Background: an optimization exercise with open tools, aiming at small area, a short achievable clock period and few clock cycles. Do not read the settings as production practice.
Only simulation tests tie the RTL to the original design; equivalence was not proved.
Power figures rest on the tool's default switching activity, not on a simulated workload.

==> flow/design.v <==
package alu_pkg;
	localparam int data_width = 8;
	typedef logic [data_width-1:0] alu_word_t;
	typedef logic [$clog2(data_width)-1:0] shamt_t;
	typedef logic [data_width/2-1:0] nibble_t;
	typedef enum logic [3:0] {
		op_nop0  = 4'd0,
		op_add   = 4'd1,
		op_sub   = 4'd2,
		op_rsb   = 4'd3,
		op_mulhi = 4'd4,
		op_nop5  = 4'd5,
		op_nop6  = 4'd6,
		op_nop7  = 4'd7,
		op_nor   = 4'd8,
		op_not   = 4'd9,
		op_nand  = 4'd10,
		op_xnor  = 4'd11,
		op_srl   = 4'd12,
		op_sll   = 4'd13,
		op_ror   = 4'd14,
		op_rol   = 4'd15
	} alu_op_t;
endpackage
package bus_map_pkg;
	localparam int apb_addr_width = 10;
	typedef logic [apb_addr_width-1:0] apb_addr_t;
	localparam int mem_depth = 512;
	localparam apb_addr_t addr_op_a    = 10'h200;
	localparam apb_addr_t addr_op_b    = 10'h201;
	localparam apb_addr_t addr_op_code = 10'h202;
	localparam apb_addr_t addr_result  = 10'h203;
	typedef enum logic [1:0] {
		st_idle,
		st_access,
		st_mem_wait
	} bus_state_t;
endpackage
`timescale 1ns/100ps
module word_ram #(
	parameter int mem_depth = bus_map_pkg::mem_depth
) (
	input  logic                   clk,
	input  logic                   mem_en,
	input  logic                   mem_we,
	input  bus_map_pkg::apb_addr_t mem_addr,
	input  alu_pkg::alu_word_t     mem_wdata,
	output alu_pkg::alu_word_t     mem_rdata
);
	localparam int index_width = $clog2(mem_depth);
	alu_pkg::alu_word_t mem [mem_depth];
	logic [index_width-1:0] word_idx;
	assign word_idx = mem_addr[index_width-1:0];
	always_ff @(posedge clk) begin
		if (mem_en) begin
			if (mem_we) begin
				mem[word_idx] <= mem_wdata;
			end else begin
				mem_rdata <= mem[word_idx];
			end
		end
	end
endmodule
`timescale 1ns/100ps
module array_multiplier #(
	parameter int nibble_width = alu_pkg::data_width / 2
) (
	input  alu_pkg::nibble_t   mcand,
	input  alu_pkg::nibble_t   mplier,
	output alu_pkg::alu_word_t product
);
	logic [nibble_width-1:0] rows [nibble_width];
	for (genvar i = 0; i < nibble_width; i++) begin : g_row
		assign rows[i] = mcand & {nibble_width{mplier[i]}};
	end
	always_comb begin
		logic [nibble_width-1:0] pp;
		logic [nibble_width-1:0] sum;
		logic carry;
		product[0] = rows[0][0];
		pp = {1'b0, rows[0][nibble_width-1:1]};
		for (int i = 1; i < nibble_width; i++) begin
			carry = 1'b0;
			for (int j = 0; j < nibble_width; j++) begin
				sum[j] = rows[i][j] ^ pp[j] ^ carry;
				carry = (rows[i][j] & pp[j]) | (carry & (rows[i][j] ^ pp[j]));
			end
			product[i] = sum[0];
			pp = {carry, sum[nibble_width-1:1]};
		end
		product[2*nibble_width-1:nibble_width] = pp;
	end
endmodule
`timescale 1ns/100ps
module shift_rotate #(
	parameter int data_width = alu_pkg::data_width
) (
	input  alu_pkg::alu_word_t value,
	input  alu_pkg::shamt_t    amount,
	input  logic               to_right,
	input  logic               rotate,
	output alu_pkg::alu_word_t shifted
);
	always_comb begin
		logic [data_width-1:0] stage;
		logic [data_width-1:0] wrap;
		stage = value;
		wrap = '0;
		for (int k = 0; k < $clog2(data_width); k++) begin
			if (amount[k]) begin
				if (to_right) begin
					wrap = stage << (data_width - (1 << k));
					stage = stage >> (1 << k);
				end else begin
					wrap = stage >> (data_width - (1 << k));
					stage = stage << (1 << k);
				end
				if (rotate) begin
					stage = stage | wrap;
				end
			end
		end
		shifted = stage;
	end
endmodule
`timescale 1ns/100ps
module alu_core #(
	parameter int data_width = alu_pkg::data_width
) (
	input  alu_pkg::alu_word_t op_a,
	input  alu_pkg::alu_word_t op_b,
	input  alu_pkg::alu_op_t   op_code,
	output alu_pkg::alu_word_t result
);
	localparam int half_width = data_width / 2;
	alu_pkg::alu_word_t add_x;
	alu_pkg::alu_word_t add_y;
	logic      add_cin;
	alu_pkg::alu_word_t sum;
	alu_pkg::alu_word_t product;
	alu_pkg::alu_word_t shifted;
	logic      to_right;
	logic      rotate;
	always_comb begin
		add_x = op_a;
		add_y = op_b;
		add_cin = 1'b0;
		if (op_code == alu_pkg::op_sub) begin
			add_y = ~op_b;
			add_cin = 1'b1;
		end else if (op_code == alu_pkg::op_rsb) begin
			add_x = ~op_a;
			add_cin = 1'b1;
		end
	end
	assign sum = add_x + add_y + {{(data_width-1){1'b0}}, add_cin};
	array_multiplier #(
		.nibble_width(half_width)
	) i_mul (
		.mcand  (op_a[data_width-1 -: half_width]),
		.mplier (op_b[data_width-1 -: half_width]),
		.product(product)
	);
	assign to_right = (op_code == alu_pkg::op_srl) || (op_code == alu_pkg::op_ror);
	assign rotate   = (op_code == alu_pkg::op_ror) || (op_code == alu_pkg::op_rol);
	shift_rotate #(
		.data_width(data_width)
	) i_shift (
		.value   (op_a),
		.amount  (op_b[$clog2(data_width)-1:0]),
		.to_right(to_right),
		.rotate  (rotate),
		.shifted (shifted)
	);
	always_comb begin
		case (op_code)
			alu_pkg::op_add, alu_pkg::op_sub, alu_pkg::op_rsb: result = sum;
			alu_pkg::op_mulhi:               result = product;
			alu_pkg::op_nor:                 result = ~(op_a | op_b);
			alu_pkg::op_not:                 result = ~op_b;
			alu_pkg::op_nand:                result = ~(op_a & op_b);
			alu_pkg::op_xnor:                result = op_a ~^ op_b;
			alu_pkg::op_srl, alu_pkg::op_sll:         result = shifted;
			alu_pkg::op_ror, alu_pkg::op_rol:         result = shifted;
			alu_pkg::op_nop0, alu_pkg::op_nop5:       result = '0;
			alu_pkg::op_nop6, alu_pkg::op_nop7:       result = '0;
		endcase
	end
endmodule
`timescale 1ns/100ps
module apb_regs (
	input  logic                   clk,
	input  logic                   rst_n,
	input  logic                   psel,
	input  logic                   penable,
	input  logic                   pwrite,
	input  bus_map_pkg::apb_addr_t paddr,
	input  alu_pkg::alu_word_t     pwdata,
	output alu_pkg::alu_word_t     prdata,
	output logic                   pready,
	output logic                   pslverr,
	input  alu_pkg::alu_word_t     alu_result,
	output alu_pkg::alu_word_t     op_a,
	output alu_pkg::alu_word_t     op_b,
	output alu_pkg::alu_op_t       op_code,
	output logic                   mem_en,
	output logic                   mem_we,
	output bus_map_pkg::apb_addr_t mem_addr,
	output alu_pkg::alu_word_t     mem_wdata,
	input  alu_pkg::alu_word_t     mem_rdata
);
	bus_map_pkg::bus_state_t state;
	logic      hit_mem;
	logic      hit_a;
	logic      hit_b;
	logic      hit_code;
	logic      hit_result;
	logic      addr_err;
	alu_pkg::alu_word_t reg_rdata;
	alu_pkg::alu_word_t rd_data_q;
	logic      rd_from_mem;
	logic      setup;
	logic      done;
	assign setup = psel && !penable;
	assign done  = psel && penable && pready;
	assign hit_mem    = paddr < bus_map_pkg::mem_depth;
	assign hit_a      = (paddr == bus_map_pkg::addr_op_a);
	assign hit_b      = (paddr == bus_map_pkg::addr_op_b);
	assign hit_code   = (paddr == bus_map_pkg::addr_op_code);
	assign hit_result = (paddr == bus_map_pkg::addr_result);
	assign addr_err = !(hit_mem || hit_a || hit_b || hit_code || hit_result)
		|| (pwrite && hit_result);
	always_comb begin
		case (paddr)
			bus_map_pkg::addr_op_a:    reg_rdata = op_a;
			bus_map_pkg::addr_op_b:    reg_rdata = op_b;
			bus_map_pkg::addr_op_code: reg_rdata = {4'b0, op_code};
			bus_map_pkg::addr_result:  reg_rdata = alu_result;
			default:      reg_rdata = '0;
		endcase
	end
	always_ff @(posedge clk) begin
		if (!rst_n) begin
			state <= bus_map_pkg::st_idle;
			pready <= 1'b0;
			pslverr <= 1'b0;
			rd_data_q <= '0;
			rd_from_mem <= 1'b0;
			mem_en <= 1'b0;
			mem_we <= 1'b0;
			op_a <= '0;
			op_b <= '0;
			op_code <= alu_pkg::op_nop0;
		end else begin
			case (state)
				bus_map_pkg::st_idle: begin
					if (setup) begin
						if (hit_mem) begin
							mem_en <= 1'b1;
							mem_we <= pwrite;
						end
						if (hit_mem && !pwrite) begin
							rd_from_mem <= 1'b1;
							state <= bus_map_pkg::st_mem_wait;
						end else begin
							pready <= 1'b1;
							pslverr <= addr_err;
							rd_data_q <= pwrite ? '0 : reg_rdata;
							state <= bus_map_pkg::st_access;
						end
					end
				end
				bus_map_pkg::st_mem_wait: begin
					mem_en <= 1'b0;
					pready <= 1'b1;
					state <= bus_map_pkg::st_access;
				end
				bus_map_pkg::st_access: begin
					if (done) begin
						if (pwrite && hit_a) begin
							op_a <= pwdata;
						end
						if (pwrite && hit_b) begin
							op_b <= pwdata;
						end
						if (pwrite && hit_code) begin
							op_code <= alu_pkg::alu_op_t'(pwdata[3:0]);
						end
						mem_en <= 1'b0;
						mem_we <= 1'b0;
						pready <= 1'b0;
						pslverr <= 1'b0;
						rd_from_mem <= 1'b0;
						state <= bus_map_pkg::st_idle;
					end
				end
				default: state <= bus_map_pkg::st_idle;
			endcase
		end
	end
	always_ff @(posedge clk) begin
		if (state == bus_map_pkg::st_idle && setup) begin
			mem_addr <= paddr;
			mem_wdata <= pwdata;
		end
	end
	assign prdata = rd_from_mem ? mem_rdata : rd_data_q;
endmodule
`timescale 1ns/100ps
module alu_apb_top #(
	parameter int data_width = alu_pkg::data_width,
	parameter int mem_depth  = bus_map_pkg::mem_depth
) (
	input  logic                   clk,
	input  logic                   rst_n,
	input  logic                   psel,
	input  logic                   penable,
	input  logic                   pwrite,
	input  bus_map_pkg::apb_addr_t paddr,
	input  alu_pkg::alu_word_t     pwdata,
	output alu_pkg::alu_word_t     prdata,
	output logic                   pready,
	output logic                   pslverr
);
	alu_pkg::alu_word_t op_a;
	alu_pkg::alu_word_t op_b;
	alu_pkg::alu_op_t   op_code;
	alu_pkg::alu_word_t alu_result;
	logic      mem_en;
	logic      mem_we;
	bus_map_pkg::apb_addr_t mem_addr;
	alu_pkg::alu_word_t mem_wdata;
	alu_pkg::alu_word_t mem_rdata;
	apb_regs i_regs (
		.clk       (clk),
		.rst_n     (rst_n),
		.psel      (psel),
		.penable   (penable),
		.pwrite    (pwrite),
		.paddr     (paddr),
		.pwdata    (pwdata),
		.prdata    (prdata),
		.pready    (pready),
		.pslverr   (pslverr),
		.alu_result(alu_result),
		.op_a      (op_a),
		.op_b      (op_b),
		.op_code   (op_code),
		.mem_en    (mem_en),
		.mem_we    (mem_we),
		.mem_addr  (mem_addr),
		.mem_wdata (mem_wdata),
		.mem_rdata (mem_rdata)
	);
	word_ram #(
		.mem_depth(mem_depth)
	) i_ram (
		.clk      (clk),
		.mem_en   (mem_en),
		.mem_we   (mem_we),
		.mem_addr (mem_addr),
		.mem_wdata(mem_wdata),
		.mem_rdata(mem_rdata)
	);
	alu_core #(
		.data_width(data_width)
	) i_alu (
		.op_a   (op_a),
		.op_b   (op_b),
		.op_code(op_code),
		.result (alu_result)
	);
endmodule
==> flow/run.sh <==
#!/bin/bash
# synth_recipe.tcl (not shown) runs the flow's synth.tcl, then flattens the netlist and writes it again
# the make line also repeats each setting of config.mk as NAME=value (left out here)
make -C /OpenROAD-flow-scripts/flow DESIGN_CONFIG=/design/flow/config.mk WORK_HOME=/design/flow/orfs CLKGATE_MAP_FILE= SYNTH_SCRIPT=/design/flow/synth_recipe.tcl finish
==> flow/config.mk <==
export PLATFORM = sky130hd
export DESIGN_NAME = alu_apb_top
export DESIGN_NICKNAME = alu_apb_top
export VERILOG_FILES = /design/flow/design.v
export SDC_FILE = /design/flow/constraint.sdc
export NUM_CORES = 4
export LEC_CHECK = 0
export CAP_MARGIN = 20
export CORE_MARGIN = 2
export CORE_UTILIZATION = 40
export SLEW_MARGIN = 20
==> flow/constraint.sdc <==
create_clock -name core_clock -period 8.0 [get_ports {clk}]
set_input_delay 1.6000 -clock core_clock [delete_from_list [all_inputs] [get_ports {clk}]]
set_output_delay 1.6000 -clock core_clock [all_outputs]
set_load 0.01 [all_outputs]
==> summary.txt <==
status=finished clean; GPL Wtd Cong=0.893; Worst setup SP type=register; syn_area_per_cell=20.7 sq um; Mapped Area=0.163 sq mm; first-pass iteration count of the detailed router=6; most frequent cells after synthesis=edfxtp_1 (4,121), mux4_2 (980), nor2_1 (618); Crit path buffers/inverters=3; unrepaired setup endpoints after global routing=no; Switching Share=0.241; max-slew violations=0; Min-Delay Path Class=reg2reg; clock buffer depth=4; crit share post-route=0.715; Area contributors post-synth=edfxtp_1 (76%), mux4_2 (14%), nor2_1 (1.4%); die outline height=approximately 640 um; Peak VDD IR=180 uV; Worst-Margin Slew=1340 ps; slowest cell delay on critical path=around 900 ps; Relative slew margins=0.107; sequential fraction of the synthesis area=0.763; combinational share of power=0.095; Final Hold Viols=0; layout net count=8,134; Lkg Pwr=0.0564 uW; Crit Path Class=reg2reg; Die X=642 um; mean routed wirelength per cell=roughly 36 um; Final Setup Violations=0; first-pass GRT wire length=between 600,000 and 700,000 um; Top Metal Used=met5; Yosys reg bits=4,156; CTS tree=done; Peak Freq=approximately 170 MHz; internal power=37,100 uW; Initial DRC Count=12,838; slowest CP cell=a211oi_1; M1 WL=189,000 um; area grow syn2layout=13.0%; register share of total power=0.499; H-Tree Depth=5; worst reg-to-reg setup slack=2280 ps; dominant cell by count in the synthesized netlist=edfxtp_1; Via density=6.15; GR Overflow Total=0; number of global-route vias before repair=83,232; critical path capture point=i_ram.mem_rdata[2]$_DFFE_PP_; post-cts repair resize count=0; share of the synthesized area in the top cell type=0.759; minimum clock period=5720 ps; cts hold-fix bufs=0; die area=0.413 sq mm; Synth Net Count=between 7,000 and 8,000; Core Area=roughly 0.4 sq mm; overall routed net length=495,000 um; Rows=between 200 and 250; via count=85,343; Reg clk slew, reported paths=60 ps; number of synthesized flops with an enable pin=4,121; postcts setup bufs=0; later-pin clock latency in the skew report=roughly 1000 ps; Cells after Synth=7,874; worst-case reg-to-reg path depth=10; RR Endpoint=i_ram.mem_rdata[2]$_DFFE_PP_; Top delay family on crit path=compound AO/OA/AOI/OAI gates; P_sw=11,800 uW; crit path from=i_regs.mem_addr[0]$_DFFE_PP_; power per cell area=266 mW/mm^2; peak fanout along the critical path=56; CTS Sinks=4,156; Fin Clk Skew=75.7 ps; Async SR Flop Fraction=0; Synth area leader=edfxtp_1; root buffer cell=clkbuf_16; hold slack=494 ps; DR WL met3=57,200 um; Final HPWL DP=303,000 um; Initial Utilization=0.401; synth warn=6; Clk pwr share=0.406; drc violations=0; Synth cell types=between 80 and 90; CP Capture Type=register; CP Cell Sequence=buf_12, buf_12, buf_4, mux4_2, a22oi_1, a21oi_1, a211oi_1, nand4_1, a211oi_1, o211ai_1; Reg2Reg Launch Point=i_regs.mem_addr[0]$_DFFE_PP_; WP depth=10; Tot GR Track Use=0.235; Num CTS Buffers=421; setup TNS=0 ps; WP data required=8720 ps; Detail Route Antenna Nets=0; ratio of cells with drive above 1 in the final layout=0.232; initial antenna violation count=27; met2 wire length=225,000 um; pin count of the biggest net entering global routing=211; number of port buffers=32; Top FF cell, synth=edfxtp_1; Max-Cap Viols=0; I/O Pins=33; CP arrival=6440 ps
## worst reg2reg max path, cell delays in order, from the launching register on
cell	delay, ps
edfxtp_1	710
buf_12	310
buf_12	350
buf_4	740
mux4_2	620
a22oi_1	270
a21oi_1	370
a211oi_1	890
nand4_1	630
a211oi_1	430
o211ai_1	120
## power by group through the flow
stage	registers, uW	clock network, uW	logic (uW)
after detailed placement	24900	0	4550
after global routing	24400	20900	4740
final	24400	19900	4630
after global placement	24900	0	4460
after CTS	24400	20100	4550
after floorplan	25400	0	2220
## area by class of cell
type	count	area, sq um
antenna	23	57.6
fill	33700	222000
multi-input combinational	3171	36100
inverter	45	179
clock buffer	501	10900
timing repair buffer	276	2730
clock inverter	278	2950
tap	5428	6790
sequential	4156	124000
## sequential cells by signal (all words and copies together) (netlist names), 4 cells and up
name	flops
i_regs.op_b	8
i_regs.mem_addr	9
i_regs.op_code	4
i_regs.rd_data_q	8
i_regs.mem_wdata	8
i_regs.op_a	8
i_ram.mem_rdata	8
i_ram.mem	4096
## cells in the final DEF (no fill, tap or decap), drive strengths merged, types with 10 or more instances in the layout
cell and n:
nor2b 23, nand3 77, nand2b 13, clkdlybuf4s50 32, a32oi 15, o22ai 40
clkinvlp 23, nor3 32, dfxtp 35, mux2i 229, buf 243, a2111oi 11
bufinv 49, a21oi 152, edfxtp 4121, o221ai 16, nand4 43, o21ai 72
clkinv 194, nand2 191, a31oi 29, mux4 982, a221oi 44, a22o 37
nor4 27, ha 31, xnor2 18, inv 57, mux2 54, and3 16
a22oi 202, a211oi 30, diode 23, clkbuf 502, o2111ai 13, and2 10
nor2 618, o211ai 14
## metrics by stage
step	cell area [sq um]	util	instances	setup slack, ps	power, uW
after global placement	170000	0.419	13066	2320	29300
after detailed placement	170000	0.419	13071	2340	29400
after floorplan	163000	-	7874	407	27700
after global routing	184000	0.453	13860	2200	50000
after CTS	184000	0.453	13850	2330	49000
final	184000	0.454	13878	2280	48900
## how the worst min path moves through the flow
stage	end	cells past startpoint	from
2_1_floorplan	i_regs.rd_data_q[3]$_SDFFE_PN0P_	2	i_regs.rd_data_q[3]$_SDFFE_PN0P_
3_3_place_gp	i_regs.pslverr$_SDFFE_PN0P_	2	i_regs.pslverr$_SDFFE_PN0P_
3_5_place_dp	i_regs.pslverr$_SDFFE_PN0P_	2	i_regs.pslverr$_SDFFE_PN0P_
4_1_cts	i_regs.pslverr$_SDFFE_PN0P_	2	i_regs.pslverr$_SDFFE_PN0P_
5_1_grt	i_regs.rd_data_q[5]$_SDFFE_PN0P_	2	i_regs.rd_data_q[5]$_SDFFE_PN0P_
6_report	i_regs.pslverr$_SDFFE_PN0P_	2	i_regs.pslverr$_SDFFE_PN0P_
## metal layers
metal  vias to the layer above  track usage
li1                      33290            -
met1                     45643        0.323
met5                         -            0
met4                         8        0.103
met2                      5420        0.356
met3                       982       0.0607
## cell families after synthesis
kind of cell,count (synthesis),synth area share
mux,1265,0.153
xor+xnor,18,0.000967
compound gates,745,0.0320
buf+inv,547,0.0171
flops,4156,0.763
fa+ha+maj,40,0.00348
simple gates,1103,0.0296
Testbench counts, summed over its fixed seeds: cycles 57,540.

-- afterwards: timing with drivers on the ports --
No port has a modelled driver above. Below, the same layout with a new extraction and two added sets of constraints.
Step 1, drivers: a clkbuf_16 drives clk and a buf_2 each remaining input, both assumed.
Step 2 moves the port delays by t, midway between the first and last clock arrival at a register: inputs arrive t later, outputs are due t later. That takes back most of the time a late clock gives input paths.
a / b / c = no drivers / after step 1 / after step 2; a / b = the first two.
t, ns: 1.096
setup WS [ns]: 2.281 / 2.281 / 2.281
clock arrival spread, ns: 0.078 / 0.078
slew at the worst register clock pin (ns): 0.07 / 0.07
worst slew at a driven data input, ns: 0.06
After both steps this run still meets setup and hold. The setup slack of this run moves by 0.000 ns with the drivers and by 0.000 ns with both steps.
